What follows belongs to an exercise in optimizing a design on an open flow for small area, a short achievable clock period and few clock cycles per item; a production flow would make more cautious choices. Function not checked in this run: the RTL went through the layout flow alone. No activity file was given, so power comes from the tool's default toggle rates.

==> flow/design.v <==
`default_nettype none
package fetch_pkg;
	localparam int ADDR_WIDTH = 32;
	localparam int BUS_WIDTH = 64;
	localparam int INSN_WIDTH = 32;
	localparam int INSNS_PER_WORD = BUS_WIDTH / INSN_WIDTH;
	localparam int WORD_LSB = 3;
	localparam int FETCH_LIMIT = 8;
	localparam int LGFIFO = 3;
	localparam int LGDEPTH = LGFIFO + 4;
	typedef logic [ADDR_WIDTH-1:0] addr_t;
	typedef logic [BUS_WIDTH-1:0] bus_word_t;
	typedef logic [INSN_WIDTH-1:0] insn_t;
	typedef logic [LGDEPTH:0] depth_t;
	typedef logic [LGDEPTH-1:0] fill_t;
	typedef enum logic [1:0] {
		RESP_OKAY   = 2'b00,
		RESP_EXOKAY = 2'b01,
		RESP_SLVERR = 2'b10,
		RESP_DECERR = 2'b11
	} axi_resp_e;
endpackage
`default_nettype wire
`default_nettype none
module axil_fetch #(
	parameter int K = 4
) (
	input  logic S_AXI_ACLK,
	input  logic fifo_reset,
	input  logic i_new_pc,
	input  fetch_pkg::addr_t i_pc,
	input  logic i_ready,
	output fetch_pkg::insn_t o_insn,
	output fetch_pkg::addr_t o_pc,
	output logic o_valid,
	output logic o_illegal,
	output logic M_AXI_ARVALID,
	input  logic M_AXI_ARREADY,
	output fetch_pkg::addr_t M_AXI_ARADDR,
	input  logic M_AXI_RVALID,
	output logic M_AXI_RREADY,
	input  fetch_pkg::bus_word_t M_AXI_RDATA,
	input  logic [1:0] M_AXI_RRESP
);
	localparam int PW = (K > 1) ? $clog2(K) : 1;
	localparam int CW = $clog2(K + 1);
	logic active;
	logic [31:3] rq_addr;
	logic stale_hold;
	logic [3:0] drop, drop_n;
	logic [CW-1:0] live, live_n;
	logic [CW-1:0] used, used_n;
	logic [63:0] buf_data [K];
	logic buf_err [K];
	logic [PW-1:0] wr_ptr, rd_ptr;
	logic [CW-1:0] fcount;
	logic acc, acc_live, ar_held;
	logic keep, fempty;
	logic nl, take, load, avail, free, pop, push;
	logic [63:0] src;
	logic src_err;
	logic [31:0] lane;
	assign M_AXI_RREADY = 1'b1;
	assign M_AXI_ARADDR = { rq_addr, 3'b000 };
	assign acc = M_AXI_ARVALID && M_AXI_ARREADY;
	assign acc_live = acc && !stale_hold && !i_new_pc;
	assign ar_held = M_AXI_ARVALID && !M_AXI_ARREADY;
	always_ff @(posedge S_AXI_ACLK)
	begin
		if (i_new_pc && !ar_held)
			rq_addr <= i_pc[31:3];
		else if (acc)
			rq_addr <= stale_hold ? o_pc[31:3] : rq_addr + 1'b1;
	end
	assign keep = M_AXI_RVALID && (drop == 0);
	always_comb
	begin
		if (i_new_pc)
		begin
			drop_n = drop + 4'(live) + 4'(acc) - 4'(M_AXI_RVALID);
			live_n = '0;
			used_n = '0;
		end
		else
		begin
			drop_n = drop + 4'(acc && stale_hold) - 4'(M_AXI_RVALID && !keep);
			live_n = live + CW'(acc_live) - CW'(keep);
			used_n = used + CW'(acc_live) - CW'(free);
		end
	end
	always_ff @(posedge S_AXI_ACLK)
	begin
		if (fifo_reset)
		begin
			drop <= '0;
			live <= '0;
			used <= '0;
			active <= 1'b0;
			stale_hold <= 1'b0;
			M_AXI_ARVALID <= 1'b0;
		end
		else
		begin
			drop <= drop_n;
			live <= live_n;
			used <= used_n;
			if (i_new_pc)
				active <= 1'b1;
			if (i_new_pc)
				stale_hold <= ar_held;
			else if (acc)
				stale_hold <= 1'b0;
			if (ar_held)
				M_AXI_ARVALID <= 1'b1;
			else
				M_AXI_ARVALID <= (active || i_new_pc) && !drop_n[3]
					&& (used_n < CW'(K));
		end
	end
	assign fempty = (fcount == 0);
	assign nl = o_pc[2] ^ o_valid;
	assign take = o_valid && i_ready && !o_illegal;
	assign load = !o_valid || take;
	assign avail = !fempty || keep;
	assign free = load && avail && nl;
	assign pop = free && !fempty;
	assign push = keep && !(fempty && load && nl);
	always_comb
	begin
		if (fempty)
		begin
			src = M_AXI_RDATA;
			src_err = M_AXI_RRESP[1];
		end
		else
		begin
			src = buf_data[rd_ptr];
			src_err = buf_err[rd_ptr];
		end
	end
	assign lane = nl ? src[63:32] : src[31:0];
	always_ff @(posedge S_AXI_ACLK)
	begin
		if (push)
		begin
			buf_data[wr_ptr] <= M_AXI_RDATA;
			buf_err[wr_ptr] <= M_AXI_RRESP[1];
		end
	end
	always_ff @(posedge S_AXI_ACLK)
	begin
		if (fifo_reset || i_new_pc)
		begin
			wr_ptr <= '0;
			rd_ptr <= '0;
			fcount <= '0;
		end
		else
		begin
			if (push)
				wr_ptr <= (wr_ptr == PW'(K - 1)) ? '0 : wr_ptr + 1'b1;
			if (pop)
				rd_ptr <= (rd_ptr == PW'(K - 1)) ? '0 : rd_ptr + 1'b1;
			fcount <= fcount + CW'(push) - CW'(pop);
		end
	end
	always_ff @(posedge S_AXI_ACLK)
	begin
		if (fifo_reset || i_new_pc)
		begin
			o_valid <= 1'b0;
			o_illegal <= 1'b0;
		end
		else if (load)
		begin
			o_valid <= avail;
			o_illegal <= avail && src_err;
		end
	end
	always_ff @(posedge S_AXI_ACLK)
	begin
		if (load)
			o_insn <= { lane[7:0], lane[15:8], lane[23:16], lane[31:24] };
	end
	always_ff @(posedge S_AXI_ACLK)
	begin
		if (i_new_pc)
			o_pc <= i_pc;
		else if (take)
			o_pc <= { o_pc[31:2] + 1'b1, 2'b00 };
	end
endmodule
`default_nettype wire
==> flow/run.sh <==
#!/bin/bash
# synth_recipe.tcl (not shown) runs the flow's synth.tcl, then flattens the netlist and writes it again
# the make line also repeats each setting of config.mk as NAME=value (left out here)
make -C /OpenROAD-flow-scripts/flow DESIGN_CONFIG=/design/flow/config.mk WORK_HOME=/design/flow/orfs CLKGATE_MAP_FILE= SYNTH_SCRIPT=/design/flow/synth_recipe.tcl finish
==> flow/config.mk <==
export PLATFORM = sky130hd
export DESIGN_NAME = axil_fetch
export DESIGN_NICKNAME = axil_fetch
export VERILOG_FILES = /design/flow/design.v
export SDC_FILE = /design/flow/constraint.sdc
export NUM_CORES = 4
export LEC_CHECK = 0
export CAP_MARGIN = 20
export CORE_MARGIN = 2
export CORE_UTILIZATION = 40
export SETUP_SLACK_MARGIN = 1.5
export SLEW_MARGIN = 20
==> flow/constraint.sdc <==
create_clock -name core_clock -period 4.0 [get_ports {S_AXI_ACLK}]
set_input_delay 0.8000 -clock core_clock [delete_from_list [all_inputs] [get_ports {S_AXI_ACLK}]]
set_output_delay 0.8000 -clock core_clock [all_outputs]
set_load 0.01 [all_outputs]
==> flow_metrics.env <==
export IMPL_clock_sinks=377
export IMPL_final_setup_viol_count=0
export IMPL_cp_top_family="buffers and inverters"
export IMPL_internal_dissipation_mw=8.05
export IMPL_routed_via_density=5.29
export IMPL_max_capacitance_violation_count=0
export IMPL_post_synth_num_cell_types=49
export IMPL_place_gp_congestion=0.818
export IMPL_status="finished clean"
export IMPL_most_common_layout_cells="sky130_fd_sc_hd__edfxtp_1 (353), sky130_fd_sc_hd__nand2_1 (200), sky130_fd_sc_hd__clkdlybuf4s50_1 (195)"
export IMPL_synth_seq_cells=377
export IMPL_rows=74
export IMPL_gate_count_post_synth=1167
export IMPL_switching_fraction_of_total_power_pct=26.9
export IMPL_cp_data_required_time_ns=3.20
export IMPL_slowest_delay_ns=0.60
export IMPL_worst_clock_skew_ns=0.0223
export IMPL_fp_dieH_um=208
export IMPL_detailroute_wirelength_met2_um=18600
export IMPL_global_route_usage_total_pct=17.7
export IMPL_dr_first_iter_drc_count=854
export IMPL_initial_core_util_pct=40.6
export IMPL_layout_commonest_cell="sky130_fd_sc_hd__edfxtp_1"
export IMPL_power_per_cell_area_mw_per_mm2=529
export IMPL_worst_setup_hold_path_clk_slew_ns=0.06
export IMPL_syn_avg_cell_area_um2=14.2
export IMPL_max_slew_worst_pin_slew_ns=0.849
export IMPL_crit_path_start_kind="flop"
export IMPL_num_fill_cells=3501
export IMPL_route_vias_total=10300
export IMPL_p_leak_nw=7.05
export IMPL_grt_remaining_overflow=0
export IMPL_vdd_ir_drop_worst_mv=0.313
export IMPL_power_frac_clock_pct=33.3
export IMPL_cts_made_buffers=41
export IMPL_grt_start_max_net_pins=66
export IMPL_worst_endpoint_arrival_ns=1.66
export IMPL_dp_hpwl_um=24200
export IMPL_maxSlewHeadroom_pct=43.4
export IMPL_synth_area_mm2=0.0166
export IMPL_p_total_mw=11.0
export IMPL_routed_length_per_instance_um=20.2
export IMPL_cp_cell_instances="clkdlybuf4s50_1"
export IMPL_final_antenna_net_count=0
export IMPL_fin_hold_ws_ns=0.488
export IMPL_yosysWarningCount=1
export IMPL_min_period_ns=2.46
export IMPL_io_pins=204
export IMPL_worstSetupEndpointType="primary output"
export IMPL_timing_max_transition_violations_final=0
export IMPL_global_route_wire_length_before_repair_um=59800
export IMPL_post_synth_main_area_contributors="sky130_fd_sc_hd__edfxtp_1 (64%), sky130_fd_sc_hd__mux4_2 (8.8%), sky130_fd_sc_hd__nand2_1 (4.5%)"
export IMPL_number_of_global_route_vias_before_repair=10200
export IMPL_hold_violations=0
export IMPL_area_delta_synth_final_pct=25.4
export IMPL_clock_path_buffers=3
export IMPL_worst_path_max_fanout=6
export IMPL_root_buffer="sky130_fd_sc_hd__clkbuf_16"
export IMPL_grt_antenna_before_repair=6
export IMPL_synth_seq_area_share_pct=66.8
export IMPL_min_path_type="flop to flop"
export IMPL_core_mm2=0.0409
export IMPL_final_nets=1518
export IMPL_drc=0
export IMPL_min_period_over_period_pct=61.5
export IMPL_max_freq_mhz=407
export IMPL_netlist_top_cell_by_area="sky130_fd_sc_hd__edfxtp_1"
export IMPL_cpMaxStageDelayCell="sky130_fd_sc_hd__clkdlybuf4s50_1"
export IMPL_first_pass_iters=6
export IMPL_cts_htree_levels=2
export IMPL_top_signal_layer_used="met5"
export IMPL_die_w_um=208
export IMPL_route_met3_wl_um=2530
export IMPL_tritoncts="done"
export IMPL_seq_pwr_share_pct=46.1
export IMPL_rsz0062_at_grt="yes"
export IMPL_drive_gt1_share_pct=14.6
export IMPL_postRouteWirelength_um=39400
export IMPL_place_port_buffers=198
export IMPL_worstSkewPairLatency_ns=0.55
export IMPL_critical_path_class="flop to primary output"
export IMPL_post_synth_top_area_fraction_pct=63.9
export IMPL_path_buf_inv=1
export IMPL_floorplan_die_area_mm2=0.0431
export IMPL_setup_tns_ns=0
export IMPL_switchingPower_mw=2.96
export IMPL_met1Wirelength_um=17500
export IMPL_power_combinational_fraction_pct=20.6
## registers in the layout, summed over array words and instances (netlist names), named ones only
register and count:
o_insn 32, rq_addr 29, o_illegal 1, fcount 3, o_valid 1, stale_hold 1
live 3, drop 4, buf_data 256, used 3, rd_ptr 2, wr_ptr 2
M_AXI_ARVALID 1, o_pc 32, buf_err 4, active 1
## cells by family after synthesis
kind of cell	Yosys count	synth area share, %
flops	377	66.8
compound gates	148	5.04
simple gates	380	10.9
buf+inv	101	2.53
fa+ha+maj	29	2.46
xor+xnor	61	3.22
mux	69	9.07
other cells	2	0.0452
## power by group through the flow
stage / clock (mW) / combinational (mW) / sequential, mW
global route: 3.91 / 2.47 / 5.12
finish: 3.67 / 2.26 / 5.07
detailed placement: 0 / 2.23 / 5.16
floorplan: 0 / 1.10 / 5.20
CTS: 3.75 / 2.29 / 5.08
global placement: 0 / 2.21 / 5.15
## cells in the mapped netlist, drive strengths merged
library cell	number
nor4	4
nand2	201
or4	2
conb	2
a21boi	2
o31ai	2
dfxtp	24
mux4	65
o22ai	9
ha	23
edfxtp	353
nor2b	2
and2	11
a211oi	3
nand3b	1
nor3	28
buf	21
and3	40
clkbuf	43
o21a	3
o31a	1
a21oi	27
xnor2	47
o21ai	60
nor3b	1
inv	37
xor2	14
a21o	3
or3	15
nand4	5
mux2	1
nand3	23
a31oi	38
fa	6
or2	2
nor2	40
mux2i	3
and4	4
nand2b	1
## stage by stage
stage               cells  utilization [%]  cell area (um^2)  setup WS [ns]
floorplan            1169                -             16700           1.30
global placement     1861             47.3             19400          0.569
detailed placement   1861             47.3             19400          0.567
CTS                  1943             50.7             20800           1.50
global route         1947             50.8             20800           1.49
finish               1948             50.8             20800           1.54
## layout make-up
| cell class | count | area, um^2 | share of cell area, % |
|---|---|---|---|
| Sequential cell | 377 | 11100 | 53.3 |
| Antenna cell | 1 | 2.50 | 0.0120 |
| Multi-Input combinational cell | 691 | 5230 | 25.1 |
| Timing Repair Buffer | 237 | 2380 | 11.4 |
| Tap cell | 532 | 666 | 3.20 |
| Clock buffer | 49 | 1080 | 5.18 |
| Inverter | 37 | 139 | 0.667 |
| Clock inverter | 24 | 225 | 1.08 |
## metal layers
layer / up-vias / track usage, %
met1: 5127 / 24.1
met5: - / 0
met4: 8 / 4.16
met3: 55 / 4.22
met2: 296 / 29.0
li1: 4820 / -
## final timing paths
kind / startpoint / slack, ns / cells after the start / to
setup / recovery: o_pc[26]$_DFFE_PP_ / 1.54 / 1 / o_pc[26]
hold / removal: active$_SDFFE_PP0P_ / 0.49 / 2 / active$_SDFFE_PP0P_
setup reg to reg: fcount[1]$_SDFF_PP0_ / 1.59 / 10 / M_AXI_ARVALID$_SDFF_PP0_
hold reg to reg: active$_SDFFE_PP0P_ / 0.49 / 2 / active$_SDFFE_PP0P_
## repair_timing
| action | 4_1_cts | 5_1_grt |
|---|---|---|
| buffers inserted | 9 | 4 |
| pin swaps | 7 | 2 |
| hold buffers | 0 | 0 |
| endpoints found under the setup margin | 66 | 5 |
| gates resized for setup | 13 | 3 |

what the ideal ports hide:
No port has a modelled driver above. Below, the same layout with a new extraction and two added sets of constraints. Step 1 assumes that a clkbuf_16 drives the clock port and a buf_2 every other input. Step 2 also shifts input and output timing later by t, the mid clock arrival at the registers, as if the neighbouring blocks saw the same clock. Three values: ideal ports, drivers, drivers and shift; two values: the first two.
shift t [ns]: 0.595
setup WS [ns]: 1.541 / 1.487 / 1.068
hold slack, ns: 0.488 / 0.488 / 0.488
latest minus earliest clock arrival (ns): 0.024 / 0.023
worst data-port slew with drivers (ns): 0.09
After both steps setup and hold are still met in this run. For this run, drivers alone change the setup slack by -0.054 ns; drivers and shift together by -0.473 ns.
